Background: an optimization exercise with open tools, aiming at small area. Do not read the settings as production practice.
In this exercise RTL edits were held to simulation tests only and were not proved equivalent to the original.
Power figures rest on the tool's default switching activity, not on a simulated workload.

===== flow/config.mk =====
export PLATFORM = sky130hd
export DESIGN_NAME = avc_sps_header_parser
export DESIGN_NICKNAME = avc_sps_header_parser
export VERILOG_FILES = /design/flow/design.v
export SDC_FILE = /design/flow/constraint.sdc
export NUM_CORES = 4
export LEC_CHECK = 0
export CAP_MARGIN = 20
export CORE_MARGIN = 2
export CORE_UTILIZATION = 40
export CTS_BUF_LIST = sky130_fd_sc_hd__clkbuf_8
export SLEW_MARGIN = 20

===== flow/constraint.sdc =====
create_clock -name core_clock -period 20.0 [get_ports {clk}]
set_input_delay 4.0000 -clock core_clock [delete_from_list [all_inputs] [get_ports {clk}]]
set_output_delay 4.0000 -clock core_clock [all_outputs]
set_load 0.01 [all_outputs]

===== flow/design.v =====
module avc_sps_header_parser
(
    input  logic          clk,
    input  logic          rst_n,
    input  logic          in_valid,
    output logic          in_ready,
    input  logic [7:0]    in_data_byte,
    input  logic          in_last_byte,
    output logic          out_valid,
    input  logic          out_ready,
    output logic [2:0]    out_status,
    output logic [7:0]    out_profile,
    output logic [7:0]    out_compat,
    output logic [7:0]    out_level,
    output logic [2:0]    out_nal_length_size,
    output logic [7:0]    out_ref_frames,
    output logic [15:0]   out_pixel_width,
    output logic [15:0]   out_pixel_height
);
    localparam logic [2:0] STS_OK          = 3'd0;
    localparam logic [2:0] STS_NO_SPS      = 3'd1;
    localparam logic [2:0] STS_NOT_SPS_NAL = 3'd2;
    localparam logic [2:0] STS_TRUNC       = 3'd3;
    localparam logic [2:0] STS_SCALING     = 3'd4;
    localparam logic [2:0] STS_GOLOMB      = 3'd5;
    localparam logic [2:0] STS_BAD_SIZE    = 3'd6;
    localparam logic [4:0] S_HDR    = 5'd0;
    localparam logic [4:0] S_ID     = 5'd1;
    localparam logic [4:0] S_CHROMA = 5'd2;
    localparam logic [4:0] S_SEP    = 5'd3;
    localparam logic [4:0] S_DEPL   = 5'd4;
    localparam logic [4:0] S_DEPC   = 5'd5;
    localparam logic [4:0] S_BYP    = 5'd6;
    localparam logic [4:0] S_MATRIX = 5'd7;
    localparam logic [4:0] S_LISTS  = 5'd8;
    localparam logic [4:0] S_LOG2   = 5'd9;
    localparam logic [4:0] S_POC    = 5'd10;
    localparam logic [4:0] S_POC1   = 5'd11;
    localparam logic [4:0] S_DELTA0 = 5'd12;
    localparam logic [4:0] S_OFFNR  = 5'd13;
    localparam logic [4:0] S_OFFTB  = 5'd14;
    localparam logic [4:0] S_CYCLE  = 5'd15;
    localparam logic [4:0] S_SKIP   = 5'd16;    
    localparam logic [4:0] S_REF    = 5'd17;
    localparam logic [4:0] S_GAPS   = 5'd18;
    localparam logic [4:0] S_W      = 5'd19;
    localparam logic [4:0] S_H      = 5'd20;
    localparam logic [4:0] S_FMO    = 5'd21;
    localparam logic [4:0] S_MBAFF  = 5'd22;
    localparam logic [4:0] S_DIRECT = 5'd23;
    localparam logic [4:0] S_CROPF  = 5'd24;
    localparam logic [4:0] S_CL     = 5'd25;
    localparam logic [4:0] S_CR     = 5'd26;
    localparam logic [4:0] S_CT     = 5'd27;
    localparam logic [4:0] S_CB     = 5'd28;
    localparam logic [4:0] S_CHECK  = 5'd29;
    localparam logic [4:0] S_DONE   = 5'd30;
    localparam logic [4:0] S_FIN    = 5'd31;
    logic [4:0]  step, step_n;
    logic [4:0]  zc, zc_n;            
    logic        suffix, suffix_n;
    logic [2:0]  idx, idx_n;          
    logic [4:0]  slot;                
    logic        act;                 
    logic        c_reg, z_reg;        
    logic [1:0]  chroma, chroma_n;    
    logic        fsat, fsat_n;        
    logic [2:0]  status, status_n;
    logic        ov, ov_n;
    logic [7:0]  prof, compat, level;
    logic [2:0]  nal;
    logic [3:0]  rfe, rfo;            
    logic [18:0] we, wo, he, ho;      
    function automatic logic high_profile(input logic [7:0] p);
        case (p)
            8'd100, 8'd110, 8'd122, 8'd244, 8'd44, 8'd83, 8'd86, 8'd118: high_profile = 1'b1;
            default: high_profile = 1'b0;
        endcase
    endfunction
    logic is_ue, is_bitstep, hold, bit_in, slot0, slot_last, act_now, commit;
    logic zc0, lead, g_done, g_ovf;
    always_comb
    begin
        case (step)
            S_ID, S_CHROMA, S_DEPL, S_DEPC, S_LOG2, S_POC, S_POC1, S_OFFNR, S_OFFTB,
            S_CYCLE, S_SKIP, S_REF, S_W, S_H, S_CL, S_CR, S_CT, S_CB:
                is_ue = 1'b1;
            default:
                is_ue = 1'b0;
        endcase
    end
    assign is_bitstep = (step != S_HDR) && (step < S_CHECK);
    assign hold       = ov & ~out_ready;
    assign bit_in     = in_data_byte[~idx];
    assign slot0      = (slot == 5'd0);
    assign slot_last  = (slot == 5'd18);
    assign act_now    = slot0 ? ((is_bitstep & in_valid) | (step == S_CHECK) | (step == S_FIN))
                              : act;
    assign commit     = act_now & slot_last & is_bitstep;
    assign zc0    = (zc == 5'd0);
    assign lead   = ~suffix & bit_in;
    assign g_done = zc0 & (suffix | bit_in);
    assign g_ovf  = ~suffix & ~bit_in & (zc == 5'd31);
    logic       op_on_b, op_load, op_sub, op_dbl, y_en, p0, sel_h, xfer;
    logic [5:0] pos;
    logic [1:0] shw, shh, off;
    assign shw = ((chroma == 2'd1) || (chroma == 2'd2)) ? 2'd1 : 2'd0;
    assign shh = {1'b0, (chroma == 2'd1)} + {1'b0, ~fsat};
    always_comb
    begin
        op_on_b = 1'b0;
        op_load = 1'b0;
        op_sub  = 1'b0;
        op_dbl  = 1'b0;
        y_en    = 1'b1;
        p0      = 1'b0;
        sel_h   = 1'b1;
        xfer    = 1'b0;
        off     = 2'd0;
        case (step)
            S_POC:
            begin
                op_on_b = lead & (zc != 5'd1);
                op_load = 1'b1;
                p0      = 1'b1;
            end
            S_REF:
            begin
                sel_h = 1'b0;
                if (lead)
                begin
                    op_on_b = 1'b1;
                    op_load = 1'b1;
                    y_en    = ~zc0;
                    xfer    = zc0;
                end
                else if (suffix)
                begin
                    op_on_b = 1'b1;
                    y_en    = zc0 ? ~bit_in : bit_in;
                    op_sub  = zc0;
                    xfer    = zc0;
                end
            end
            S_CYCLE:
            begin
                if (lead)
                begin
                    op_on_b = ~zc0;
                    op_load = 1'b1;
                end
                else if (suffix)
                begin
                    op_on_b = 1'b1;
                    y_en    = zc0 ? ~bit_in : bit_in;
                    op_sub  = zc0;
                end
            end
            S_SKIP:
            begin
                op_on_b = g_done;
                op_sub  = 1'b1;
            end
            S_W, S_H:
            begin
                sel_h   = step[2];
                off     = 2'd3;
                op_on_b = bit_in;
                op_load = lead;
            end
            S_FMO:
            begin
                op_on_b = ~bit_in;
                op_dbl  = 1'b1;
            end
            S_CL, S_CR, S_CT, S_CB:
            begin
                sel_h = (step == S_CT) || (step == S_CB);
                off   = sel_h ? shh : shw;
                if (suffix & zc0)
                    op_on_b = ~bit_in;
                else
                begin
                    op_on_b = bit_in & ~zc0;
                    op_sub  = 1'b1;
                end
            end
            default: ;
        endcase
        pos = {1'b0, zc & {5{~p0}}} + ((off == 2'd3) ? 6'd4 : {4'd0, off});
    end
    logic [1:0] rw, rh, r, ypat, y, res;
    logic       cin, op_on, fin_zero, ref_shift;
    logic [2:0] sum;
    logic [1:0] wd_w, wd_h;
    logic       z_out, fw_in, fh_in, fw_n, fh_n, low;
    assign rw   = {wo[18], we[18]};
    assign rh   = {ho[18], he[18]};
    assign r    = sel_h ? rh : rw;
    assign ypat = {2{y_en & (slot == pos[5:1])}} & {pos[0], ~pos[0]};
    assign y    = op_dbl ? r : (ypat ^ {2{op_sub}});
    assign cin  = slot0 ? op_sub : c_reg;
    assign sum  = {1'b0, r} + {1'b0, y} + {2'b00, cin};
    assign res  = op_load ? ypat : sum[1:0];
    assign op_on     = act_now & is_bitstep & op_on_b;
    assign fin_zero  = act_now & (step == S_FIN) & (slot < 5'd8) & (status != STS_OK);
    assign wd_w      = fin_zero ? 2'b00 : (op_on & ~sel_h) ? res : rw;
    assign wd_h      = fin_zero ? 2'b00 : (op_on &  sel_h) ? res : rh;
    assign ref_shift = (slot < 5'd4) & ((op_on & xfer) | fin_zero);
    assign z_out = (slot0 | z_reg) & (res == 2'b00);
    assign low   = (slot < 5'd8);
    assign fw_in = ~slot0 & z_reg;
    assign fh_in = ~slot0 & c_reg;
    assign fw_n  = low ? (fw_in | (rw != 2'b00)) : (fw_in & (rw == 2'b00));
    assign fh_n  = low ? (fh_in | (rh != 2'b00)) : (fh_in & (rh == 2'b00));
    logic acc, clr_hdr, ld_prof, ld_compat, ld_level, ld_nal;
    always_comb
    begin
        step_n    = step;
        zc_n      = zc;
        suffix_n  = suffix;
        idx_n     = idx;
        status_n  = status;
        chroma_n  = chroma;
        fsat_n    = fsat;
        ov_n      = ov & ~out_ready;
        acc       = 1'b0;
        clr_hdr   = 1'b0;
        ld_prof   = 1'b0;
        ld_compat = 1'b0;
        ld_level  = 1'b0;
        ld_nal    = 1'b0;
        case (step)
            S_HDR:
            begin
                acc = ~hold;
                if (acc & in_valid)
                begin
                    zc_n = zc + 5'd1;
                    case (zc)
                        5'd0: clr_hdr   = 1'b1;
                        5'd1: ld_prof   = 1'b1;
                        5'd2: ld_compat = 1'b1;
                        5'd3: ld_level  = 1'b1;
                        5'd4: ld_nal    = 1'b1;
                        5'd5:
                            if (in_data_byte[4:0] == 5'd0)
                            begin
                                status_n = STS_NO_SPS;
                                step_n   = S_DONE;
                            end
                        5'd8:
                            if (in_data_byte != 8'h67)
                            begin
                                status_n = STS_NOT_SPS_NAL;
                                step_n   = S_DONE;
                            end
                        5'd9: chroma_n = {1'b0, ~high_profile(in_data_byte)};
                        5'd11:
                        begin
                            step_n   = S_ID;
                            zc_n     = 5'd0;
                            suffix_n = 1'b0;
                        end
                        default: ;
                    endcase
                end
            end
            S_DONE: acc = 1'b1;
            S_CHECK:
            begin
                if (act_now & slot_last)
                begin
                    status_n = (fw_n & fh_n) ? STS_OK : STS_BAD_SIZE;
                    step_n   = S_DONE;
                end
            end
            S_FIN:
            begin
                if (act_now & (slot == 5'd7))
                begin
                    ov_n   = 1'b1;
                    step_n = S_HDR;
                    zc_n   = 5'd0;
                end
            end
            default:
            begin
                if (commit)
                begin
                    if (is_ue)
                    begin
                        if (~suffix)
                        begin
                            if (~bit_in)
                                zc_n = zc + 5'd1;
                            else if (~zc0)
                            begin
                                zc_n     = zc - 5'd1;
                                suffix_n = 1'b1;
                            end
                        end
                        else
                        begin
                            if (~zc0)
                                zc_n = zc - 5'd1;
                            else
                                suffix_n = 1'b0;
                        end
                        if (g_done)
                            step_n = step + 5'd1;
                    end
                    else
                        step_n = step + 5'd1;
                    case (step)
                        S_ID:     if (chroma[0] & g_done) step_n = S_LOG2;
                        S_CHROMA:
                        begin
                            if (lead)
                                chroma_n = (zc == 5'd0) ? 2'd0 :
                                           (zc == 5'd1) ? 2'd2 :
                                           (zc == 5'd2) ? 2'd3 : 2'd1;
                            else if (((chroma == 2'd3) & bit_in) | ((chroma == 2'd2) & ~bit_in))
                                chroma_n = 2'd1;
                            if (g_done & (chroma_n != 2'd3))
                                step_n = S_DEPL;
                        end
                        S_MATRIX: if (~bit_in) step_n = S_LOG2;
                        S_LISTS:
                        begin
                            if (bit_in)
                            begin
                                status_n = STS_SCALING;
                                step_n   = S_DONE;
                            end
                            else if (zc == {1'b0, &chroma, ~&chroma, 2'b11})
                                zc_n = 5'd0;
                            else
                            begin
                                zc_n   = zc + 5'd1;
                                step_n = step;
                            end
                        end
                        S_POC:
                            if (lead)
                                step_n = (zc == 5'd1) ? S_POC1 : S_SKIP;
                        S_POC1:   if (bit_in) step_n = S_REF;
                        S_CYCLE:  if (lead & zc0) step_n = S_REF;
                        S_SKIP:   if (~z_out) step_n = step;
                        S_REF:    if (lead) fsat_n = ~zc0 & (zc[4:3] != 2'b00);
                        S_FMO:
                        begin
                            fsat_n = bit_in;
                            if (bit_in)
                                step_n = S_DIRECT;
                        end
                        S_CROPF:  if (~bit_in) step_n = S_CHECK;
                        default: ;
                    endcase
                    if (is_ue & g_ovf)
                    begin
                        status_n = STS_GOLOMB;
                        step_n   = S_DONE;
                    end
                    idx_n = idx + 3'd1;
                    acc   = (idx == 3'd7) & (step_n != S_CHECK);
                end
            end
        endcase
        if (acc & in_valid)
        begin
            idx_n = 3'd0;
            if (in_last_byte)
            begin
                if (step_n != S_DONE)
                    status_n = STS_TRUNC;
                step_n = S_FIN;
            end
        end
    end
    assign in_ready = acc;
    always_ff @(posedge clk or negedge rst_n)
    begin
        if (!rst_n)
        begin
            step   <= S_HDR;
            zc     <= 5'd0;
            idx    <= 3'd0;
            slot   <= 5'd0;
            ov     <= 1'b0;
        end
        else
        begin
            step   <= step_n;
            zc     <= zc_n;
            idx    <= idx_n;
            slot   <= slot_last ? 5'd0 : slot + 5'd1;
            ov     <= ov_n;
        end
    end
    always_ff @(posedge clk)
    begin
        suffix <= suffix_n;
        status <= status_n;
        chroma <= chroma_n;
        fsat   <= fsat_n;
        act    <= act_now & ~((step == S_FIN) & (slot == 5'd7));
        c_reg  <= (step == S_CHECK) ? fh_n : sum[2];
        z_reg  <= (step == S_CHECK) ? fw_n : z_out;
    end
    logic [7:0] hdr_d;
    assign hdr_d = clr_hdr ? 8'd0 : in_data_byte;
    always_ff @(posedge clk)
    begin
        if (clr_hdr | ld_prof)
            prof <= hdr_d;
        if (clr_hdr | ld_compat)
            compat <= hdr_d;
        if (clr_hdr | ld_level)
            level <= hdr_d;
        if (clr_hdr | ld_nal)
            nal <= clr_hdr ? 3'd0 : ({1'b0, in_data_byte[1:0]} + 3'd1);
        if (ref_shift)
        begin
            rfe <= {rfe[2:0], ~fin_zero & (res[0] | (fsat & suffix))};
            rfo <= {rfo[2:0], ~fin_zero & (res[1] | (fsat & suffix))};
        end
    end
    always_ff @(posedge clk)
    begin
        if (!ov)
        begin
            we[7:0] <= {we[6:0], wd_w[0]};
            wo[7:0] <= {wo[6:0], wd_w[1]};
            he[7:0] <= {he[6:0], wd_h[0]};
            ho[7:0] <= {ho[6:0], wd_h[1]};
        end
        we[18:8] <= we[17:7];
        wo[18:8] <= wo[17:7];
        he[18:8] <= he[17:7];
        ho[18:8] <= ho[17:7];
    end
    assign out_valid           = ov;
    assign out_status          = status;
    assign out_profile         = prof;
    assign out_compat          = compat;
    assign out_level           = level;
    assign out_nal_length_size = nal;
    genvar m;
    generate
        for (m = 0; m < 4; m++)
        begin : g_ref
            assign out_ref_frames[2*m]     = rfe[3-m];
            assign out_ref_frames[2*m + 1] = rfo[3-m];
        end
        for (m = 0; m < 8; m++)
        begin : g_size
            assign out_pixel_width[2*m]      = we[7-m];
            assign out_pixel_width[2*m + 1]  = wo[7-m];
            assign out_pixel_height[2*m]     = he[7-m];
            assign out_pixel_height[2*m + 1] = ho[7-m];
        end
    endgenerate
endmodule

===== flow/flow/run.sh =====
#!/bin/bash
# Own layout flow: the standard flow (standard.sh) with two changes.
# 1. Synthesis is the standard flow's own synthesis script, except that ABC maps the
#    logic for area with its default script (no delay target, no buffering or
#    gate upsizing); registers and their names are untouched, since ABC runs
#    after the flip-flops are mapped.
# 2. The port buffers that global placement adds use the smallest buffer,
#    sky130_fd_sc_hd__buf_1, instead of the cell buffer_ports picks itself.
# Every tool's output goes to logs in this folder (run_*.log) and to ORFS's
# own logs under orfs/logs.
set -euo pipefail
W=$(pwd)

SYN=$(grep -o 'SYNTH_SCRIPT=[^ ]*' standard.sh | head -1 | cut -d= -f2-)
SYN=${SYN//\'/}
cat > "$W/area_synth.tcl" <<EOT
# ABC with its default script and without -constr / -D: area-oriented mapping
proc abc {args} {
  set keep {}
  set skip 0
  foreach a \$args {
    if {\$skip} { set skip 0; continue }
    if {\$a in {-script -constr -D}} { set skip 1; continue }
    lappend keep \$a
  }
  puts "area_synth abc: \$keep"
  yosys abc {*}\$keep
}
source $SYN
EOT

sed "s#SYNTH_SCRIPT=[^ ]*#SYNTH_SCRIPT=$W/area_synth.tcl#" standard.sh > "$W/area_standard.sh"
cp standard.sh run_standard_orig.sh.txt

export BUFFER_PORTS_ARGS="-buffer_cell sky130_fd_sc_hd__buf_1"
bash "$W/area_standard.sh" > "$W/run_make.log" 2>&1 || { tail -50 "$W/run_make.log"; exit 1; }
tail -5 "$W/run_make.log"
test -f "$W/out/final.def"

===== flow/standard.sh =====
#!/bin/bash
# synth_recipe.tcl (not shown) runs the flow's synth.tcl, then flattens the netlist and writes it again
# the make line also repeats each setting of config.mk as NAME=value (left out here)
make -C /OpenROAD-flow-scripts/flow DESIGN_CONFIG=/design/flow/config.mk WORK_HOME=/design/flow/orfs CLKGATE_MAP_FILE= SYNTH_SCRIPT=/design/flow/synth_recipe.tcl "${@:-finish}"

==> results of run 1 <==
-- worst max path at each step --
stage,startpoint,end,cells past startpoint
finish,in_data_byte[2],in_ready,20
global route,in_data_byte[2],in_ready,20
detailed placement,in_data_byte[3],in_ready,20
floorplan,in_data_byte[0],in_ready,17
global placement,in_data_byte[2],in_ready,20
CTS,in_data_byte[2],in_ready,20
-- power by group --
group / total [mW] / switching [mW] / internal, mW
logic: 0.517 / 0.335 / 0.182
registers: 0.440 / 0.0614 / 0.378
clock network: 0.242 / 0.134 / 0.108
-- critical path: stages --
cell	delay [ps]
buf_1	160
mux4_2	490
mux2i_1	220
buf_4	250
clkinv_1	460
ha_1	480
a2bb2oi_1	160
nor2_1	90
nor4_1	460
xnor2_1	170
o21ai_0	120
fa_1	450
fa_1	440
mux2i_1	510
nand3_1	260
a311oi_1	380
nor3b_1	280
a41o_1	290
nand2_1	70
buf_1	130
-- cell families (layout without fill, tap and decap cells) --
kind of cell / count (synthesis) / in the layout / synth area share [%]
xor+xnor: 20 / 20 / 2.51
compound gates: 164 / 164 / 14.9
simple gates: 263 / 263 / 18.3
mux: 12 / 12 / 2.17
flops: 140 / 140 / 51.8
buf+inv: 55 / 145 / 4.68
fa+ha+maj: 30 / 30 / 5.71
-- cells in the final DEF (no fill, tap or decap), types with 3 or more instances in the layout --
cell type,n
buf_1,83
mux2_1,5
a221oi_1,3
fa_1,3
a211oi_1,9
a41oi_1,4
xor2_1,8
dfxtp_1,50
and2_0,15
clkinv_1,22
nor4b_1,6
clkbuf_8,17
mux2i_1,5
ha_1,27
o211ai_1,5
o21a_1,4
nand4_1,8
and3_1,8
xnor2_1,12
edfxtp_1,71
a211o_1,3
nand2_1,67
a31oi_1,11
buf_4,5
or3_1,3
o22ai_1,3
o21ai_0,39
a21oi_1,53
o2111ai_1,3
dfrtp_1,19
nor4_1,5
nor2_1,73
nor3_1,22
clkinv_8,5
nor2b_1,11
inv_8,5
nand2b_1,7
nand3_1,25
-- stage by stage --
step / cells / util [%] / setup slack [ps]
floorplan: 684 / - / 7180
global placement: 966 / 42.9 / 6520
global route: 999 / 45.5 / 5830
finish: 999 / 45.5 / 6110
detailed placement: 966 / 42.9 / 6290
CTS: 998 / 45.4 / 6260
-- cell type report --
cell class / count / share of cell area [%]
Clock buffer: 17 / 3.00
Clock inverter: 15 / 2.56
Inverter: 23 / 1.11
Multi-Input combinational cell: 489 / 38.9
Sequential cell: 140 / 46.2
Tap cell: 225 / 3.60
Timing Repair Buffer: 90 / 4.60
-- per-layer routing --
metal  track usage [%]  vias up  routed length [um]
met3              4.40       23                1180
met1              31.3     2851                9170
li1                  -     2658                   -
met2              35.2      215                9460
met4              6.54        0                 335
met5                 0        -                   0
==> impl_metrics.tcl, run 1 <==
set metrics [dict create \
    clock.fmax_mhz 72.0 \
    maxCapViolCount 0 \
    r2r-start "step[0]" \
    syn_area_per_cell_um2 10.2 \
    insertion_delay_ps 460 \
    cts_hold_buf 0 \
    synth_flop_cell "edfxtp_1" \
    num-fill-cells 1706 \
    rsz0062_at_grt "no" \
    tightest_slew_ps 951 \
    initial_core_util_pct 40.6 \
    cp.required_ps 16000 \
    fin_area_mm2 0.00781 \
    reg2reg_depth 27 \
    fp.dieArea_mm2 0.0185 \
    ys_warn_count 1 \
    worst_ep_arrival_time_ps 9890 \
    holdWs_ps 327 \
    r2r-end "status[2]" \
    core-area_mm2 0.0172 \
    hold_class "flip-flop to flip-flop" \
    cts_setup_buffers 0 \
    power_leakage_nw 2.89 \
    setup_viol 0 \
    synth_cells 684 \
    yosysTopAreaCell "edfxtp_1" \
    numCtsBuffers 17 \
    slew_headroom_pct 36.6 \
    reg2reg_setup_slack_ps 12470 \
    syn_to_final_growth_pct 12.0 \
    grt_max_degree 33 \
    pin_count 85 \
    cts_root_buf "clkbuf_8" \
    start_kind "primary input" \
    htree_levels 4 \
    num_rows 48 \
    cts_sinks 140 \
    first_iter_violations 648 \
    postRouteAntennaNets 0 \
    path_max_fanout 17 \
    antenna_found_initial 0 \
    placed_area_mm2 0.00737 \
    synth_common_cells "nor2_1, edfxtp_1, nand2_1" \
    seqCellArea_mm2 0.00361 \
    grt_pass1_wl_um 30900 \
    synth_area_leaders "edfxtp_1, dfxtp_1, dfrtp_1" \
    syn_area_mm2 0.00697 \
    layout-drive-gt1-share_pct 5.56 \
    fin_tns_setup_ps 0 \
    drv_slew 0 \
    finalHoldViolCount 0 \
    critPathKind "primary input to output pin" \
    routabilityCongestion 1.00 \
    final_nets 804 \
    wl_per_cell_um 20.2 \
    power_density_mw_per_mm2 153 \
    drc 0 \
    outcome "complete, no violations" \
    antennaDiodeCount 0 \
    die_w_um 136 \
    cp-end-kind "output pin" \
    clock-skew-final_ps 16.8 \
    holdPathStages 0 \
    portBuffers 84 \
    worstHoldStart "we[13]" \
    max-vdd-ir-drop_mv 0.0906 \
    ys_ff_latch 140 \
    cts.repair.resized 0 \
    first_pass_iters 5 \
    synthArstFlopShare_pct 13.6 \
    fin_crit_ps 13890 \
    die_h_um 136 \
    synth-edff-count 71 \
    cts_buffer_depth 2 \
    vias 5747 \
    cts_tree "yes" \
    yosysTopAreaCellShare_pct 30.6 \
    grt_usage_pct 22.4 \
    synth_cell_types 61 \
    worstHoldEndpoint "we[14]" \
    drt_wl_total_um 20100 \
    cts.reportedPaths.clkPinSlew_ps 100 \
    syn_nets 727 \
    multi_input_area_mm2 0.00304 \
    total_power_mw 1.20 \
    synth-seq-area-share_pct 51.8 \
    dp.final_hpwl_um 15400 \
    grt_pass1_vias 5376 \
    post-synth-top-count-cell "nor2_1" \
    grt_overflow 0 \
    period_share_pct 69.4 \
    vias_per_cell 5.75 \
]
==> run 2: changes to the inputs <==
--- a/flow/flow/run.sh
+++ b/flow/flow/run.sh
@@ -33,6 +33,8 @@
 cp standard.sh run_standard_orig.sh.txt
 
 export BUFFER_PORTS_ARGS="-buffer_cell sky130_fd_sc_hd__buf_1"
+# clock tree: small clock buffers and no dummy loads
+export CTS_ARGS="-sink_clustering_enable -repair_clock_nets -dont_use_dummy_load -buf_list {sky130_fd_sc_hd__clkbuf_4 sky130_fd_sc_hd__clkbuf_8}"
 bash "$W/area_standard.sh" > "$W/run_make.log" 2>&1 || { tail -50 "$W/run_make.log"; exit 1; }
 tail -5 "$W/run_make.log"
 test -f "$W/out/final.def"
--- a/flow/config.mk
+++ b/flow/config.mk
@@ -8,5 +8,4 @@
 export CAP_MARGIN = 20
 export CORE_MARGIN = 2
 export CORE_UTILIZATION = 40
-export CTS_BUF_LIST = sky130_fd_sc_hd__clkbuf_8
 export SLEW_MARGIN = 20
==> run 2 against run 1 <==
  * Still clean on timing, DRC and antenna
  * Flip-flop and latch count is the same
  * Hold slack lost 26 ps
  * Die area stayed put
  * First-iteration DRC count shrank 13%
  * Fmax is essentially flat
  * Combinational power about the same
  * Core utilization down 1.2 points
  * Routed wire length fell by 1.1%
  * Critical path type unchanged
==> impl_metrics.tcl, run 2 <==
set metrics [dict create \
    postRouteAntennaNets 0 \
    synth_cell_types 61 \
    p_seq_share_pct 39.3 \
    ys_ff_latch 140 \
    worst_ep_arrival_time_ps 9890 \
    critical_path.cell_chain "buf_1 > mux4_2 > mux2i_1 > buf_4 > clkinv_1 > ha_1 > a2bb2oi_1 > nor2_1 > nor4_1 > xnor2_1 > o21ai_0 > fa_1 > fa_1 > mux2i_1 > nand3_1 > a311oi_1 > nor3b_1 > a41o_1 > nand2_1 > buf_1" \
    initial_core_util_pct 40.6 \
    layout_common_cells "buf_1, nor2_1, edfxtp_1" \
    layout-drive-gt1-share_pct 3.69 \
    fp.dieArea_mm2 0.0185 \
    path_max_fanout 17 \
    syn_nets 727 \
    synth_area_leaders "edfxtp_1, dfxtp_1, dfrtp_1" \
    critPathKind "primary input to output pin" \
    clock.fmax_mhz 72.0 \
    power_leakage_nw 2.79 \
    synth-seq-area-share_pct 51.8 \
    synthArstFlopShare_pct 13.6 \
    cp_num_buf_inv 4 \
    internal-power_mw 0.636 \
    period_share_pct 69.5 \
    syn_to_final_growth_pct 9.17 \
    hold_class "flip-flop to flip-flop" \
    grt_overflow 0 \
    fin_cells 984 \
    grt_pass1_wl_um 30700 \
    maxCapViolCount 0 \
    clock_power_share_pct 14.7 \
    cts_sinks 140 \
    num_rows 48 \
    first_pass_iters 7 \
    finalHoldViolCount 0 \
    cts_root_buf "clkbuf_8" \
    max-vdd-ir-drop_mv 0.0901 \
    die_w_um 136 \
    num-fill-cells 1726 \
    placed_area_mm2 0.00737 \
    start_kind "primary input" \
    post-synth-top-count-cell "nor2_1" \
    cts.reportedPaths.clkPinSlew_ps 70 \
    vias_per_cell 5.77 \
    portBuffers 84 \
    htree_levels 4 \
    outcome "complete, no violations" \
    final_nets 804 \
    antennaDiodeCount 0 \
    setup_viol 0 \
    placed_cells 966 \
    dp.final_hpwl_um 15400 \
    clock-skew-final_ps 24.6 \
    syn_area_per_cell_um2 10.2 \
    layout_commonest_cell "buf_1" \
    ys_warn_count 1 \
    synth_common_cells "nor2_1, edfxtp_1, nand2_1" \
    crit_family "adder cells" \
    fin_tns_setup_ps 0 \
    syn_area_mm2 0.00697 \
    drc 0 \
    synth-edff-count 71 \
    cts_tree "yes" \
    die_h_um 136 \
    first_iter_violations 566 \
    cts.repair.resized 0 \
    wl_per_cell_um 20.2 \
    grt_usage_pct 22.3 \
    sw_frac_of_total_pct 43.2 \
    tightest_slew_ps 982 \
    grt_max_degree 33 \
    pin_count 85 \
    numCtsBuffers 17 \
    synth_cells 684 \
    routabilityCongestion 1.00 \
    cts_setup_buffers 0 \
    yosysTopAreaCell "edfxtp_1" \
    insertion_delay_ps 440 \
    power_density_mw_per_mm2 147 \
    antenna_found_initial 0 \
    comb_power_share_pct 46.0 \
    cts_buffer_depth 2 \
    core-area_mm2 0.0172 \
    grt_pass1_vias 5341 \
    fin_crit_ps 13890 \
    fin_area_mm2 0.00761 \
    yosysTopAreaCellShare_pct 30.6 \
    vias 5676 \
    cp-end-kind "output pin" \
    drv_slew 0 \
    drt_wl_total_um 19900 \
    synth_flop_cell "edfxtp_1" \
    cp.required_ps 16000 \
    power_switching_mw 0.484 \
    rsz0062_at_grt "no" \
    cts_hold_buf 0 \
    slew_headroom_pct 34.6 \
    slowest_stage "mux2i_1" \
    critPathMaxStageDelay_ps 500 \
]
run 2: cell types whose count changed in the layout (fill, tap and decap cells not counted):
| cell | delta |
|---|---|
| bufinv_16 | -1 |
| clkinv_4 | -2 |
| clkinv_8 | -5 |
| inv_4 | -1 |
| inv_6 | -1 |
| inv_8 | -5 |
run 2: power groups by stage:
stage          registers, mW  logic [mW]  clock network (mW)
6_report               0.440       0.516               0.164
5_1_grt                0.450       0.568               0.183
4_1_cts                0.440       0.508               0.172
3_5_place_dp           0.445       0.504                   0
3_3_place_gp           0.443       0.500                   0
2_1_floorplan          0.430       0.378                   0
run 2: per-stage QoR:
stage	total power, mW	util, %	hold WS [ps]	setup slack (ps)
4_1_cts	1.12	44.2	307	6260
5_1_grt	1.20	44.3	306	5830
3_3_place_gp	0.943	42.9	312	6520
2_1_floorplan	0.808	-	310	7180
6_report	1.12	44.3	302	6110
3_5_place_dp	0.949	42.9	312	6290
run 2: per-layer routing:
layer	global-route usage (%)	wire length, um	vias to the layer above
li1	-	-	2644
met1	31.3	9050	2790
met2	34.4	9250	211
met3	4.44	1180	31
met4	7.58	446	0
met5	0	0	-
run 2: worst paths after layout:
kind	startpoint	to	slack, ps	depth (start not counted)
worst max-delay path	in_data_byte[2]	in_ready	6110	20
min in group asynchronous	rst_n	zc[0]	3540	1
worst min register to register	wo[11]	wo[12]	300	0
worst min-delay path	wo[11]	wo[12]	300	0
max in group asynchronous	rst_n	step[0]	16090	1
worst max register to register	step[0]	status[2]	12480	27
run 2: layout make-up:
class	instances	area, um2	area share (%)
Clock buffer	17	234	3.07
Inverter	23	86.3	1.13
Multi-Input combinational cell	489	3040	40.0
Sequential cell	140	3610	47.4
Tap cell	225	282	3.70
Timing Repair Buffer	90	359	4.72
run 2: cell families after synthesis:
family,share of synthesized area (%)
XOR/XNOR,2.51
adder cells (fa/ha/maj),5.71
flip-flops,51.8
AO/OA/AOI/OAI,14.9
buffers and inverters,4.68
multiplexers,2.17
AND/OR/NAND/NOR,18.3
==> run 3: changes to the inputs <==
--- a/flow/flow/run.sh
+++ b/flow/flow/run.sh
@@ -34,7 +34,7 @@
 
 export BUFFER_PORTS_ARGS="-buffer_cell sky130_fd_sc_hd__buf_1"
 # clock tree: small clock buffers and no dummy loads
-export CTS_ARGS="-sink_clustering_enable -repair_clock_nets -dont_use_dummy_load -buf_list {sky130_fd_sc_hd__clkbuf_4 sky130_fd_sc_hd__clkbuf_8}"
+export CTS_ARGS="-sink_clustering_enable -repair_clock_nets -dont_use_dummy_load -buf_list sky130_fd_sc_hd__clkbuf_8"
 bash "$W/area_standard.sh" > "$W/run_make.log" 2>&1 || { tail -50 "$W/run_make.log"; exit 1; }
 tail -5 "$W/run_make.log"
 test -f "$W/out/final.def"
==> run 3 against run 2 <==
  * Core utilization unchanged
  * Still clean on timing, DRC and antenna
  * Register-to-register slack about the same
  * Fmax unchanged
  * Combinational power about the same
  * Power unchanged
  * Clock-buffer cell count unchanged
  * Clock skew unchanged
==> impl_metrics.tcl, run 3 <==
set metrics [dict create \
    max-vdd-ir-drop_mv 0.0901 \
    antennaDiodeCount 0 \
    cts.reportedPaths.clkPinSlew_ps 70 \
    htree_levels 4 \
    grt_pass1_wl_um 30700 \
    power_switching_mw 0.484 \
    p_seq_share_pct 39.3 \
    r2r-end "status[2]" \
    critPathMaxStageDelay_ps 500 \
    dp.final_hpwl_um 15400 \
    pin_count 85 \
    fin_tns_setup_ps 0 \
    cp-startpoint "in_data_byte[2]" \
    first_pass_iters 7 \
    fin_crit_ps 13890 \
    drc 0 \
    routabilityCongestion 1.00 \
    num_rows 48 \
    rsz0062_at_grt "no" \
    num-fill-cells 1726 \
    clock.fmax_mhz 72.0 \
    clock_power_share_pct 14.7 \
    synthArstFlopShare_pct 13.6 \
    path_max_fanout 17 \
    portBuffers 84 \
    layout_commonest_cell "buf_1" \
    critPathKind "primary input to output pin" \
    cts_sinks 140 \
    grt_pass1_vias 5341 \
    cp.required_ps 16000 \
    postRouteAntennaNets 0 \
    cts_buffer_depth 2 \
    cts_hold_buf 0 \
    slew_headroom_pct 34.6 \
    vias_per_cell 5.77 \
    period_share_pct 69.5 \
    placed_cells 966 \
    ys_warn_count 1 \
    cts_setup_buffers 0 \
    reg2reg_setup_slack_ps 12480 \
    syn_nets 727 \
    grt_max_degree 33 \
    drv_slew 0 \
    worst_ep_arrival_time_ps 9890 \
    initial_core_util_pct 40.6 \
    power_density_mw_per_mm2 147 \
    hold_class "flip-flop to flip-flop" \
    maxCapViolCount 0 \
    crit_end "in_ready" \
    comb_power_share_pct 46.0 \
    synth-seq-area-share_pct 51.8 \
    cts_root_buf "clkbuf_8" \
    first_iter_violations 566 \
    wl_per_cell_um 20.2 \
    numCtsBuffers 17 \
    vias 5676 \
    insertion_delay_ps 440 \
    setup_viol 0 \
    core-area_mm2 0.0172 \
    synth_common_cells "nor2_1, edfxtp_1, nand2_1" \
    yosysTopAreaCell "edfxtp_1" \
    synth-edff-count 71 \
    layout_common_cells "buf_1, nor2_1, edfxtp_1" \
    finalHoldViolCount 0 \
    cp-end-kind "output pin" \
    critical_path.cell_chain "buf_1 > mux4_2 > mux2i_1 > buf_4 > clkinv_1 > ha_1 > a2bb2oi_1 > nor2_1 > nor4_1 > xnor2_1 > o21ai_0 > fa_1 > fa_1 > mux2i_1 > nand3_1 > a311oi_1 > nor3b_1 > a41o_1 > nand2_1 > buf_1" \
    synth_area_leaders "edfxtp_1, dfxtp_1, dfrtp_1" \
    antenna_found_initial 0 \
    post-synth-top-count-cell "nor2_1" \
    final_nets 804 \
    internal-power_mw 0.636 \
    cts_tree "yes" \
    syn_area_mm2 0.00697 \
    r2r-start "step[0]" \
    synth_flop_cell "edfxtp_1" \
    drt_wl_total_um 19900 \
    die_w_um 136 \
    grt_overflow 0 \
    sw_frac_of_total_pct 43.2 \
    tightest_slew_ps 982 \
    slowest_stage "mux2i_1" \
    die_h_um 136 \
    outcome "complete, no violations" \
    power_leakage_nw 2.79 \
    clock-skew-final_ps 24.6 \
    syn_to_final_growth_pct 9.17 \
    start_kind "primary input" \
    fp.dieArea_mm2 0.0185 \
    layout-drive-gt1-share_pct 3.69 \
    reg2reg_depth 27 \
    grt_usage_pct 22.3 \
    yosysTopAreaCellShare_pct 30.6 \
    fin_cells 984 \
    ys_ff_latch 140 \
    syn_area_per_cell_um2 10.2 \
    synth_cells 684 \
    synth_cell_types 61 \
    cts.repair.resized 0 \
]
[run 3: cell counts in the layout (fill, tap and decap cells not counted)]
No cell type changed its count.
[run 3: through the flow]
stage | hold WS, ps | util (%) | power (mW) | worst slack, ps | area, um2
CTS | 307 | 44.2 | 1.12 | 6260 | 7600
global route | 306 | 44.3 | 1.20 | 5830 | 7610
finish | 302 | 44.3 | 1.12 | 6110 | 7610
floorplan | 310 | - | 0.808 | 7180 | 6970
global placement | 312 | 42.9 | 0.943 | 6520 | 7370
detailed placement | 312 | 42.9 | 0.949 | 6290 | 7370
[run 3: final cells by class]
type                    instances  area, um2  share of cell area [%]
multi-input cells             489       3040                    40.0
clock buffers                  17        234                    3.07
well taps                     225        282                    3.70
repair buffers                 90        359                    4.72
inverters                      23       86.3                    1.13
flip-flops and latches        140       3610                    47.4
[run 3: worst min-delay path by stage]
stage            from  endpoint  slack (ps)  depth (start not counted)
2_1_floorplan   he[9]    he[10]         310                          0
3_3_place_gp   wo[10]    wo[11]         310                          0
3_5_place_dp   wo[10]    wo[11]         310                          0
4_1_cts        wo[11]    wo[12]         310                          0
5_1_grt        wo[11]    wo[12]         310                          0
6_report       wo[11]    wo[12]         300                          0
[run 3: power groups by stage]
stage / registers, mW / logic [mW] / clock network [mW]
global placement: 0.443 / 0.500 / 0
detailed placement: 0.445 / 0.504 / 0
CTS: 0.440 / 0.508 / 0.172
global route: 0.450 / 0.568 / 0.183
floorplan: 0.430 / 0.378 / 0
finish: 0.440 / 0.516 / 0.164
[run 3: critical path, delay by kind of cell]
family | cells | cell delay, ps
AOI/OAI and AO/OA | 4 | 970
adders and majority gates | 3 | 1360
and+or+nand+nor | 5 | 1160
buffers and inverters | 4 | 1000
muxes | 3 | 1220
xor gates and xnor gates | 1 | 170
[run 3: per-layer routing]
metal	GRT usage [%]	wire length, um
met2	34.4	9250
met1	31.3	9050
met5	0	0
met4	7.58	446
met3	4.44	1180
[run 3: kinds of logic after synthesis]
family / after synthesis / share of synthesized area, %
muxes: 12 / 2.17
xor gates and xnor gates: 20 / 2.51
and+or+nand+nor: 263 / 18.3
adders and majority gates: 30 / 5.71
DFF: 140 / 51.8
buffers and inverters: 55 / 4.68
AOI/OAI and AO/OA: 164 / 14.9
==> run 4: changes to the inputs <==
--- a/flow/flow/run.sh
+++ b/flow/flow/run.sh
@@ -1,11 +1,12 @@
 #!/bin/bash
-# Own layout flow: the standard flow (standard.sh) with two changes.
-# 1. Synthesis is the standard flow's own synthesis script, except that ABC maps the
-#    logic for area with its default script (no delay target, no buffering or
-#    gate upsizing); registers and their names are untouched, since ABC runs
-#    after the flip-flops are mapped.
+# Own layout flow: the standard flow (standard.sh) with three changes.
+# 1. Synthesis is the standard flow's own synthesis script, except that ABC optimises
+#    and maps the logic for area (flow/area.abc: deepsyn, then area mapping;
+#    no delay target, no buffering or gate upsizing); registers and their
+#    names are untouched, since ABC runs after the flip-flops are mapped.
 # 2. The port buffers that global placement adds use the smallest buffer,
 #    sky130_fd_sc_hd__buf_1, instead of the cell buffer_ports picks itself.
+# 3. Clock tree synthesis uses clkbuf_8 and inserts no dummy loads.
 # Every tool's output goes to logs in this folder (run_*.log) and to ORFS's
 # own logs under orfs/logs.
 set -euo pipefail
@@ -14,7 +15,7 @@
 SYN=$(grep -o 'SYNTH_SCRIPT=[^ ]*' standard.sh | head -1 | cut -d= -f2-)
 SYN=${SYN//\'/}
 cat > "$W/area_synth.tcl" <<EOT
-# ABC with its default script and without -constr / -D: area-oriented mapping
+# ABC with flow/area.abc and without -constr / -D: area-oriented mapping
 proc abc {args} {
   set keep {}
   set skip 0
@@ -23,6 +24,7 @@
     if {\$a in {-script -constr -D}} { set skip 1; continue }
     lappend keep \$a
   }
+  set keep [concat [list -script $W/flow/area.abc] \$keep]
   puts "area_synth abc: \$keep"
   yosys abc {*}\$keep
 }
==> flow/flow/area.abc (new file) <==
strash
&get -n
&deepsyn -T 60
&put
dch -f
map -a
topo
==> run 4 against run 3 <==
  * Non-clock buffer count down 3
  * Synthesized area fell by 6.3%
  * Final area is 5.9% lower
  * Core utilization increased by 0.60 points
  * Largest power group is now registers
  * Via count shrank 9.5%
  * Worst setup slack improved by 490 ps
  * Synthesized cell count is 1.5% higher
==> impl_metrics.tcl, run 4 <==
set metrics [dict create \
    fin_crit_ps 13400 \
    dp.final_hpwl_um 13000 \
    pin_count 85 \
    final_nets 811 \
    layout_commonest_cell "nor2_1" \
    cp.required_ps 16000 \
    synthArstFlopShare_pct 13.6 \
    setup_viol 0 \
    synth-seq-area-share_pct 55.2 \
    portBuffers 84 \
    clock-skew-final_ps 35.2 \
    period_share_pct 67.0 \
    slew_headroom_pct 36.4 \
    ys_ff_latch 140 \
    num_rows 46 \
    wl_per_cell_um 17.2 \
    initial_core_util_pct 41.0 \
    syn_nets 737 \
    slowest_stage "a221oi_1" \
    syn_to_final_growth_pct 9.57 \
    insertion_delay_ps 460 \
    first_iter_violations 361 \
    fp.dieArea_mm2 0.0174 \
    cts_setup_buffers 0 \
    path_max_fanout 9 \
    die_h_um 132 \
    first_pass_iters 5 \
    grt_max_degree 23 \
    start_kind "primary input" \
    comb_power_share_pct 39.4 \
    cts.reportedPaths.clkPinSlew_ps 90 \
    cp-end-kind "output pin" \
    core-area_mm2 0.0159 \
    fin_cells 982 \
    hold_class "flip-flop to flip-flop" \
    postRouteAntennaNets 0 \
    critPathKind "primary input to output pin" \
    p_seq_share_pct 43.9 \
    grt_overflow 0 \
    rsz0062_at_grt "no" \
    seqCellArea_mm2 0.00361 \
    holdWs_ps 298 \
    synth_area_leaders "edfxtp_1, dfxtp_1, dfrtp_1" \
    cp_num_buf_inv 6 \
    grt_usage_pct 20.0 \
    maxCapViolCount 0 \
    internal-power_mw 0.586 \
    outcome "complete, no violations" \
    syn_area_mm2 0.00653 \
    multi_input_area_mm2 0.00229 \
    max-vdd-ir-drop_mv 0.0603 \
    yosysTopAreaCell "edfxtp_1" \
    die_w_um 132 \
    critical_path.cell_chain "buf_1 > clkinv_1 > o21ai_0 > nand3_1 > nand2_1 > clkinv_1 > nor2_1 > a31oi_1 > o21ai_0 > nor3_1 > clkinv_1 > a31oi_1 > fa_1 > fa_1 > o21ai_0 > nand3_1 > clkinv_1 > a221oi_1 > nor2_1 > o21ai_0 > nand4_1 > o311ai_0 > o221ai_1 > buf_1" \
    layout-drive-gt1-share_pct 3.52 \
    sw_frac_of_total_pct 41.1 \
    cts_sinks 140 \
    cts_hold_buf 0 \
    layout_common_cells "nor2_1, clkinv_1, buf_1" \
    clock_power_share_pct 16.7 \
    numCtsBuffers 17 \
    vias 5137 \
    antennaDiodeCount 0 \
    tightest_slew_ps 944 \
    vias_per_cell 5.23 \
    critPathMaxStageDelay_ps 550 \
    drc 0 \
    cts_buffer_depth 2 \
    power_switching_mw 0.410 \
    htree_levels 4 \
    synth_flop_cell "edfxtp_1" \
    post-synth-top-count-cell "nor2_1" \
    synth_cell_types 37 \
    cts_tree "yes" \
    drv_slew 0 \
    antenna_found_initial 0 \
    synth-edff-count 71 \
    power_leakage_nw 2.61 \
    crit_family "compound AO/OA/AOI/OAI gates" \
    finalHoldViolCount 0 \
    placed_cells 965 \
    power_density_mw_per_mm2 139 \
    cts.repair.resized 0 \
    cts_root_buf "clkbuf_8" \
    fin_tns_setup_ps 0 \
    grt_pass1_wl_um 26600 \
    num-fill-cells 1558 \
    routabilityCongestion 0.923 \
    grt_pass1_vias 4976 \
    drt_wl_total_um 16900 \
    ys_warn_count 1 \
    yosysTopAreaCellShare_pct 32.6 \
    clock.fmax_mhz 74.6 \
    syn_area_per_cell_um2 9.41 \
    worst_ep_arrival_time_ps 9400 \
    synth_common_cells "nor2_1, clkinv_1, nand2_1" \
    synth_cells 694 \
]
[run 4: cell count changes after synthesis, moves of 6 or more]
cell and delta:
nand2b_1 -7, and2_0 -15, nand2_1 +12, nor2_1 +38, and3_1 -8, o21ai_0 +16
clkinv_1 +82, a21oi_1 -24, xnor2_1 -7, nor2b_1 -11, nor4b_1 -6
[run 4: final timing paths]
| check | from | end | slack [ps] | cells after the start |
|---|---|---|---|---|
| setup / recovery | in_data_byte[3] | in_ready | 6600 | 24 |
| setup reg to reg | step[3] | status[0] | 12660 | 31 |
| max in group asynchronous | rst_n | zc[1] | 16240 | 2 |
| hold reg to reg | he[17] | he[18] | 300 | 0 |
| min in group asynchronous | rst_n | step[0] | 3520 | 2 |
| hold / removal | he[17] | he[18] | 300 | 0 |
[run 4: metrics by stage]
step / setup WS, ps / area (um2) / utilization [%] / total power, mW
floorplan: 7920 / 6530 / - / 0.724
global placement: 6980 / 6890 / 43.2 / 0.827
detailed placement: 6670 / 6920 / 43.4 / 0.828
CTS: 6670 / 7160 / 44.9 / 0.999
global route: 6140 / 7160 / 44.9 / 1.07
finish: 6600 / 7160 / 44.9 / 0.996
[run 4: layer usage]
| layer | vias up | GRT usage [%] | share of wire, % |
|---|---|---|---|
| met5 | - | 0 | 0 |
| met4 | 0 | 8.51 | 2.0 |
| met3 | 25 | 6.04 | 7.2 |
| met2 | 232 | 30.0 | 45 |
| met1 | 2404 | 26.9 | 46 |
| li1 | 2476 | - | - |
[run 4: cells by family (layout without fill, tap and decap cells)]
| logic type | count (synthesis) | after routing | share of synthesized area (%) |
|---|---|---|---|
| and+or+nand+nor | 244 | 244 | 15.3 |
| DFF | 140 | 140 | 55.2 |
| buffers and inverters | 137 | 209 | 9.71 |
| AOI/OAI and AO/OA | 133 | 133 | 12.3 |
| adders and majority gates | 30 | 30 | 6.09 |
| xor gates and xnor gates | 9 | 9 | 1.21 |
| muxes | 1 | 1 | 0.153 |
[run 4: power by group through the flow]
stage          combinational, mW  clock, mW  sequential (mW)
4_1_cts                    0.388      0.173            0.438
6_report                   0.393      0.167            0.437
3_5_place_dp               0.387          0            0.441
3_3_place_gp               0.385          0            0.442
2_1_floorplan              0.300          0            0.424
5_1_grt                    0.436      0.184            0.446
[run 4: cell type report]
| type | instances | area share [%] |
|---|---|---|
| Timing Repair Buffer | 87 | 5.00 |
| Multi-Input combinational cell | 417 | 32.1 |
| Sequential cell | 140 | 50.4 |
| Clock buffer | 17 | 3.27 |
| Inverter | 105 | 5.51 |
| Tap cell | 216 | 3.77 |
==> run 5: changes to the inputs <==
--- a/flow/flow/run.sh
+++ b/flow/flow/run.sh
@@ -4,6 +4,8 @@
 #    and maps the logic for area (flow/area.abc: deepsyn, then area mapping;
 #    no delay target, no buffering or gate upsizing); registers and their
 #    names are untouched, since ABC runs after the flip-flops are mapped.
+#    Adders are not mapped to half / full adder cells first, so ABC optimises
+#    them with the rest of the logic.
 # 2. The port buffers that global placement adds use the smallest buffer,
 #    sky130_fd_sc_hd__buf_1, instead of the cell buffer_ports picks itself.
 # 3. Clock tree synthesis uses clkbuf_8 and inserts no dummy loads.
@@ -28,6 +30,8 @@
   puts "area_synth abc: \$keep"
   yosys abc {*}\$keep
 }
+# adders go to ABC as plain logic instead of fixed half / full adder cells
+set ::env(ADDER_MAP_FILE) ""
 source $SYN
 EOT
 
==> run 5 against run 4 <==
  * Power grew 0.16%
  * Critical path depth grew 1
  * Non-clock buffer count is the same
  * Largest cell class unchanged
  * Highest routed layer unchanged
==> impl_metrics.tcl, run 5 <==
set metrics [dict create \
    synth-edff-count 71 \
    cp-end-kind "output pin" \
    synth_cells 630 \
    worst_ep_arrival_time_ps 7750 \
    met2_usage_pct 29.8 \
    grt_max_degree 34 \
    rsz0062_at_grt "no" \
    die_h_um 126 \
    synth_flop_cell "edfxtp_1" \
    routabilityCongestion 0.895 \
    dp.final_hpwl_um 11700 \
    gr-usage-met1_pct 28.9 \
    utilization_pct 44.8 \
    cts_setup_buffers 0 \
    finalHoldViolCount 0 \
    pin_count 85 \
    yosysTopAreaCellShare_pct 35.8 \
    layout_commonest_cell "nor2_1" \
    cts.reportedPaths.clkPinSlew_ps 70 \
    syn_area_mm2 0.00595 \
    initial_core_util_pct 41.0 \
    final_nets 717 \
    wl_per_cell_um 17.7 \
    drv_slew 0 \
    power_density_mw_per_mm2 153 \
    tightest_slew_ps 816 \
    setup_viol 0 \
    grt_pass1_vias 4458 \
    yosysTopAreaCell "edfxtp_1" \
    max-vdd-ir-drop_mv 0.0460 \
    worstHoldEndpoint "ho[16]" \
    cts_hold_buf 0 \
    start_kind "primary input" \
    maxCapViolCount 0 \
    cts.repair.resized 0 \
    fin_tns_setup_ps 0 \
    clock.fmax_mhz 85.1 \
    die_w_um 126 \
    num-fill-cells 1441 \
    portBuffers 84 \
    period_share_pct 58.7 \
    synth-seq-area-share_pct 60.6 \
    postRouteAntennaNets 0 \
    clock-skew-final_ps 29.5 \
    cts_sinks 140 \
    synth_area_leaders "edfxtp_1, dfxtp_1, dfrtp_1" \
    outcome "complete, no violations" \
    hold_class "flip-flop to flip-flop" \
    path_max_fanout 9 \
    core-area_mm2 0.0145 \
    layout_common_cells "nor2_1, clkinv_1, buf_1" \
    slew_headroom_pct 45.6 \
    vias 4718 \
    r2r-start "step[2]" \
    holdPathStages 0 \
    synthArstFlopShare_pct 13.6 \
    ys_ff_latch 140 \
    slowest_stage "or2_2" \
    cts_root_buf "clkbuf_8" \
    reg2reg_setup_slack_ps 14130 \
    power_leakage_nw 2.26 \
    drt_wl_total_um 15700 \
    layout-drive-gt1-share_pct 3.28 \
    vias_per_cell 5.33 \
    fin_crit_ps 11750 \
    fp.dieArea_mm2 0.0159 \
    syn_nets 643 \
    grt_usage_pct 20.2 \
    grt_overflow 0 \
    drc 0 \
    ys_warn_count 1 \
    worstHoldStart "ho[15]" \
    syn_area_per_cell_um2 9.45 \
    critPathMaxStageDelay_ps 300 \
    busiest_layer "met2" \
    cts_buffer_depth 2 \
    cp.required_ps 16000 \
    antenna_found_initial 0 \
    num_rows 44 \
    synth_common_cells "nor2_1, clkinv_1, nand2_1" \
    syn_to_final_growth_pct 9.44 \
    critPathKind "primary input to output pin" \
    cp_num_buf_inv 4 \
    r2r-end "step[3]" \
    antennaDiodeCount 0 \
    synth_cell_types 30 \
    first_pass_iters 5 \
    use_met3_pct 4.38 \
    first_iter_violations 327 \
    insertion_delay_ps 450 \
    numCtsBuffers 17 \
    grt_pass1_wl_um 24500 \
    reg2reg_depth 36 \
    crit_family "compound AO/OA/AOI/OAI gates" \
    post-synth-top-count-cell "nor2_1" \
    crit_top_cell "o21ai_0" \
    cts_tree "yes" \
    htree_levels 4 \
]
[run 5: kinds of logic after synthesis]
family,after synthesis,synth area share (%)
AND/OR/NAND/NOR,248,17.2
XOR/XNOR,5,0.736
AO/OA/AOI/OAI,116,11.8
flip-flops,140,60.6
buffers and inverters,121,9.65
[run 5: layout make-up]
class | instances | area [um2] | area share [%]
repair buffers | 87 | 338 | 5.19
multi-input cells | 369 | 1770 | 27.2
clock buffers | 17 | 234 | 3.59
flip-flops and latches | 140 | 3610 | 55.4
well taps | 184 | 230 | 3.53
inverters | 89 | 334 | 5.13
[run 5: layer usage]
layer,routed length [um],up-vias
met2,6910,199
met3,1040,24
li1,-,2275
met1,7370,2220
met5,0,-
met4,379,0
[run 5: worst max path at each step]
stage	depth (start not counted)	endpoint	slack [ps]	startpoint
floorplan	23	in_ready	9390	in_data_byte[0]
global placement	25	in_ready	8540	in_data_byte[0]
detailed placement	25	in_ready	8370	in_data_byte[0]
CTS	25	in_ready	8340	in_data_byte[0]
global route	25	in_ready	7870	in_data_byte[0]
finish	25	in_ready	8250	in_data_byte[0]
[run 5: power breakdown]
group | leakage [nW] | switching [mW] | total (mW) | internal [mW]
Combinational | 0.846 | 0.257 | 0.369 | 0.111
Sequential | 1.29 | 0.0569 | 0.464 | 0.408
Clock | 0.122 | 0.0902 | 0.165 | 0.0748
[run 5: worst reg2reg max path: cells and delay by family, from the launching register on]
family	cells	cell delay (ps)
and+or+nand+nor	18	2230
AOI/OAI and AO/OA	12	1820
buffers and inverters	5	950
DFF	1	610
xor gates and xnor gates	1	140
[run 5: metrics by stage]
stage,total power [mW],cell area [um2],hold WS (ps),std cells,setup WS (ps)
floorplan,0.736,5950,310,630,9390
global placement,0.832,6280,312,869,8540
detailed placement,0.829,6280,312,869,8370
CTS,1.00,6510,304,886,8340
global route,1.07,6510,304,886,7870
finish,0.998,6510,308,886,8250
==> run 6: changes to the inputs <==
--- a/flow/design.v
+++ b/flow/design.v
@@ -238,7 +238,11 @@
                 begin
                     zc_n = zc + 5'd1;
                     case (zc)
-                        5'd0: clr_hdr   = 1'b1;
+                        5'd0:
+                        begin
+                            clr_hdr  = 1'b1;
+                            status_n = STS_TRUNC;
+                        end
                         5'd1: ld_prof   = 1'b1;
                         5'd2: ld_compat = 1'b1;
                         5'd3: ld_level  = 1'b1;
@@ -266,7 +270,12 @@
                     endcase
                 end
             end
-            S_DONE: acc = 1'b1;
+            S_DONE:
+            begin
+                acc = 1'b1;
+                if (in_valid)
+                    idx_n = 3'd0;
+            end
             S_CHECK:
             begin
                 if (act_now & slot_last)
@@ -363,20 +372,13 @@
                         step_n   = S_DONE;
                     end
                     idx_n = idx + 3'd1;
-                    acc   = (idx == 3'd7) & (step_n != S_CHECK);
+                    acc   = (idx == 3'd7) &
+                            ~(((step == S_CROPF) & ~bit_in) | ((step == S_CB) & g_done));
                 end
             end
         endcase
-        if (acc & in_valid)
-        begin
-            idx_n = 3'd0;
-            if (in_last_byte)
-            begin
-                if (step_n != S_DONE)
-                    status_n = STS_TRUNC;
-                step_n = S_FIN;
-            end
-        end
+        if (acc & in_valid & in_last_byte)
+            step_n = S_FIN;
     end
     assign in_ready = acc;
     always_ff @(posedge clk or negedge rst_n)
--- a/flow/flow/run.sh
+++ b/flow/flow/run.sh
@@ -1,7 +1,7 @@
 #!/bin/bash
 # Own layout flow: the standard flow (standard.sh) with three changes.
 # 1. Synthesis is the standard flow's own synthesis script, except that ABC optimises
-#    and maps the logic for area (flow/area.abc: deepsyn, then area mapping;
+#    and maps the logic for area (flow/area.abc: deepsyn, then amap area mapping;
 #    no delay target, no buffering or gate upsizing); registers and their
 #    names are untouched, since ABC runs after the flip-flops are mapped.
 #    Adders are not mapped to half / full adder cells first, so ABC optimises
==> flow/flow/area.abc (replaced) <==
strash
&get -n
&deepsyn -T 60
&put
dch -f
amap
topo
==> run 6 against run 5 <==
  * Synthesized area is 1.7% lower
  * Die area is 1.7% lower
  * Fmax is 13% higher
  * Critical endpoint unchanged
  * First-iteration DRC count is 35% higher
  * Final area is 1.4% lower
  * Worst setup slack better by 1400 ps
  * Synthesized cell count is 7.8% lower
  * Routed wire length is 2.7% lower
==> impl_metrics.tcl, run 6 <==
set metrics [dict create \
    synth_flop_cell "edfxtp_1" \
    utilization_pct 44.5 \
    clock-skew-final_ps 23.7 \
    fin_crit_ps 10370 \
    drc 0 \
    synth_common_cells "nor2_1, clkinv_1, edfxtp_1" \
    clock.fmax_mhz 96.4 \
    portBuffers 84 \
    cp_num_buf_inv 5 \
    synth_area_leaders "edfxtp_1, dfxtp_1, dfrtp_1" \
    fin_tns_setup_ps 0 \
    max-vdd-ir-drop_mv 0.0699 \
    outcome "complete, no violations" \
    pin_count 85 \
    htree_levels 4 \
    postRouteAntennaNets 0 \
    cts.repair.resized 0 \
    cts_tree "yes" \
    maxCapViolCount 0 \
    die_w_um 125 \
    cts_hold_buf 0 \
    layout_commonest_cell "nor2_1" \
    syn_area_mm2 0.00585 \
    drt_wl_total_um 15300 \
    slew_headroom_pct 21.3 \
    hold_class "flip-flop to flip-flop" \
    yosysTopAreaCellShare_pct 38.0 \
    fp.dieArea_mm2 0.0156 \
    wl_per_cell_um 18.2 \
    cts_setup_buffers 0 \
    rsz0062_at_grt "no" \
    critPathKind "primary input to output pin" \
    first_iter_violations 441 \
    first_pass_iters 5 \
    fin_cells 838 \
    placed_cells 821 \
    vias 4583 \
    grt_overflow 0 \
    grt_max_degree 34 \
    grt_usage_pct 19.8 \
    numCtsBuffers 17 \
    cts.reportedPaths.clkPinSlew_ps 80 \
    synth-edff-count 74 \
    ys_ff_latch 140 \
    layout-drive-gt1-share_pct 3.36 \
    cp.required_ps 16000 \
    drv_slew 0 \
    period_share_pct 51.9 \
    ys_warn_count 1 \
    cts_root_buf "clkbuf_8" \
    synth_cells 581 \
    dp.final_hpwl_um 11500 \
    routabilityCongestion 0.891 \
    antenna_found_initial 0 \
    grt_pass1_vias 4424 \
    yosysTopAreaCell "edfxtp_1" \
    post-synth-top-count-cell "nor2_1" \
    syn_area_per_cell_um2 10.1 \
    syn_to_final_growth_pct 9.82 \
    layout_common_cells "nor2_1, buf_1, clkinv_1, edfxtp_1, dfxtp_1" \
    die_h_um 125 \
    final_nets 669 \
    crit_family "simple AND/OR/NAND/NOR gates" \
    cts_buffer_depth 2 \
    tightest_slew_ps 1170 \
    syn_nets 594 \
    critPathMaxStageDelay_ps 370 \
    power_density_mw_per_mm2 138 \
    vias_per_cell 5.47 \
    num_rows 44 \
    slowest_stage "nor4_1" \
    synth-seq-area-share_pct 62.2 \
    core-area_mm2 0.0144 \
    cts_sinks 140 \
    cp-end-kind "output pin" \
    crit_top_cell "clkinv_1" \
    path_max_fanout 4 \
    critical_path.cell_chain "buf_1 > nand3_1 > a31oi_1 > nand2_1 > nor4_1 > clkinv_1 > nor2_1 > clkinv_1 > nor3_1 > clkinv_1 > o211ai_1 > buf_1" \
    worst_ep_arrival_time_ps 6370 \
    insertion_delay_ps 440 \
    power_leakage_nw 2.19 \
    grt_pass1_wl_um 23800 \
    synth_cell_types 39 \
    synthArstFlopShare_pct 13.6 \
    antennaDiodeCount 0 \
    finalHoldViolCount 0 \
    initial_core_util_pct 40.6 \
    setup_viol 0 \
    start_kind "primary input" \
]
-- run 6: per-stage QoR --
| step | hold WS, ps | area [um2] | worst slack [ps] | power, mW |
|---|---|---|---|---|
| after floorplan | 310 | 5850 | 10280 | 0.656 |
| after global routing | 318 | 6420 | 9410 | 0.945 |
| final | 311 | 6420 | 9630 | 0.890 |
| after CTS | 316 | 6420 | 9680 | 0.892 |
| after global placement | 312 | 6190 | 9710 | 0.727 |
| after detailed placement | 312 | 6190 | 9690 | 0.725 |
-- run 6: power breakdown --
| group | switching (mW) | leakage (nW) | total, mW | internal (mW) |
|---|---|---|---|---|
| clock | 0.0892 | 0.122 | 0.164 | 0.0747 |
| sequential | 0.0466 | 1.30 | 0.429 | 0.382 |
| combinational | 0.203 | 0.773 | 0.297 | 0.0938 |
| total | 0.339 | 2.19 | 0.890 | 0.551 |
-- run 6: logic make-up (layout without fill, tap and decap cells) --
kind of cell / Yosys count / in the layout / synth area share (%)
AOI/OAI and AO/OA: 116 / 116 / 12.9
DFF: 140 / 140 / 62.2
and+or+nand+nor: 219 / 219 / 16.1
buffers and inverters: 106 / 179 / 8.85
-- run 6: per-layer routing --
metal / track usage, % / share of wire, % / vias up
met5: 0 / 0 / -
met4: 7.32 / 2.2 / 0
met3: 5.01 / 5.9 / 32
met2: 30.8 / 46 / 193
met1: 27.0 / 45 / 2185
li1: - / - / 2173
-- run 6: final cells by class --
cell class | instances | area [um2]
clock buffers | 17 | 234
fillers | 1401 | 8000
inverters | 74 | 278
multi-input cells | 335 | 1700
flip-flops and latches | 140 | 3640
well taps | 184 | 230
repair buffers | 88 | 345
-- run 6: worst register-to-register path: cells and delay by family (launching register included) --
kind            cells  cell delay [ps]
compound gates     15             3110
simple gates       14             2510
flops               1              660
buf+inv             1              300
-- run 6: final timing paths --
| path | from | endpoint | slack (ps) | cells after the start |
|---|---|---|---|---|
| hold reg to reg | wo[8] | wo[9] | 310 | 0 |
| min in group asynchronous | rst_n | slot[2] | 3530 | 2 |
| setup reg to reg | step[1] | step[4] | 13350 | 30 |
| max in group asynchronous | rst_n | zc[3] | 16240 | 2 |
| setup / recovery | in_valid | in_ready | 9630 | 12 |
| hold / removal | wo[8] | wo[9] | 310 | 0 |

port drivers added, routing unchanged:
In the flow no input, the clock included, has a driving cell. The finished layouts below were timed again as built, in two steps. Step 1 sets driving cells, clkbuf_16 on the clock port and buf_2 on the other inputs (assumed; they add their load-dependent delay and slew). Step 2 adds t to the input delays and takes it off the output delays; t is the mean of the earliest and latest rising clock arrival at the registers after step 1. Input paths then give back, and output paths get back, about the clock's delay inside the block. Slacks: no drivers / after step 1 / after step 2; pairs: no drivers / after step 1.
| run | shift t [ns] | setup slack, ns | worst hold slack (ns) |
|---|---|---|---|
| run 1 | 0.487 | 6.114 / 6.091 / 6.091 | 0.327 / 0.327 / 0.327 |
| run 2 | 0.473 | 6.108 / 6.084 / 6.084 | 0.302 / 0.302 / 0.302 |
| run 3 | 0.473 | 6.108 / 6.084 / 6.084 | 0.302 / 0.302 / 0.302 |
| run 4 | 0.471 | 6.595 / 6.572 / 6.572 | 0.298 / 0.298 / 0.298 |
| run 5 | 0.471 | 8.254 / 8.228 / 8.228 | 0.308 / 0.308 / 0.308 |
| run 6 | 0.467 | 9.629 / 9.608 / 9.608 | 0.311 / 0.311 / 0.311 |
After both steps setup and hold are still met in every run listed. For run 5, which loses most, drivers alone change the setup slack by -0.026 ns; drivers and shift together by -0.026 ns.
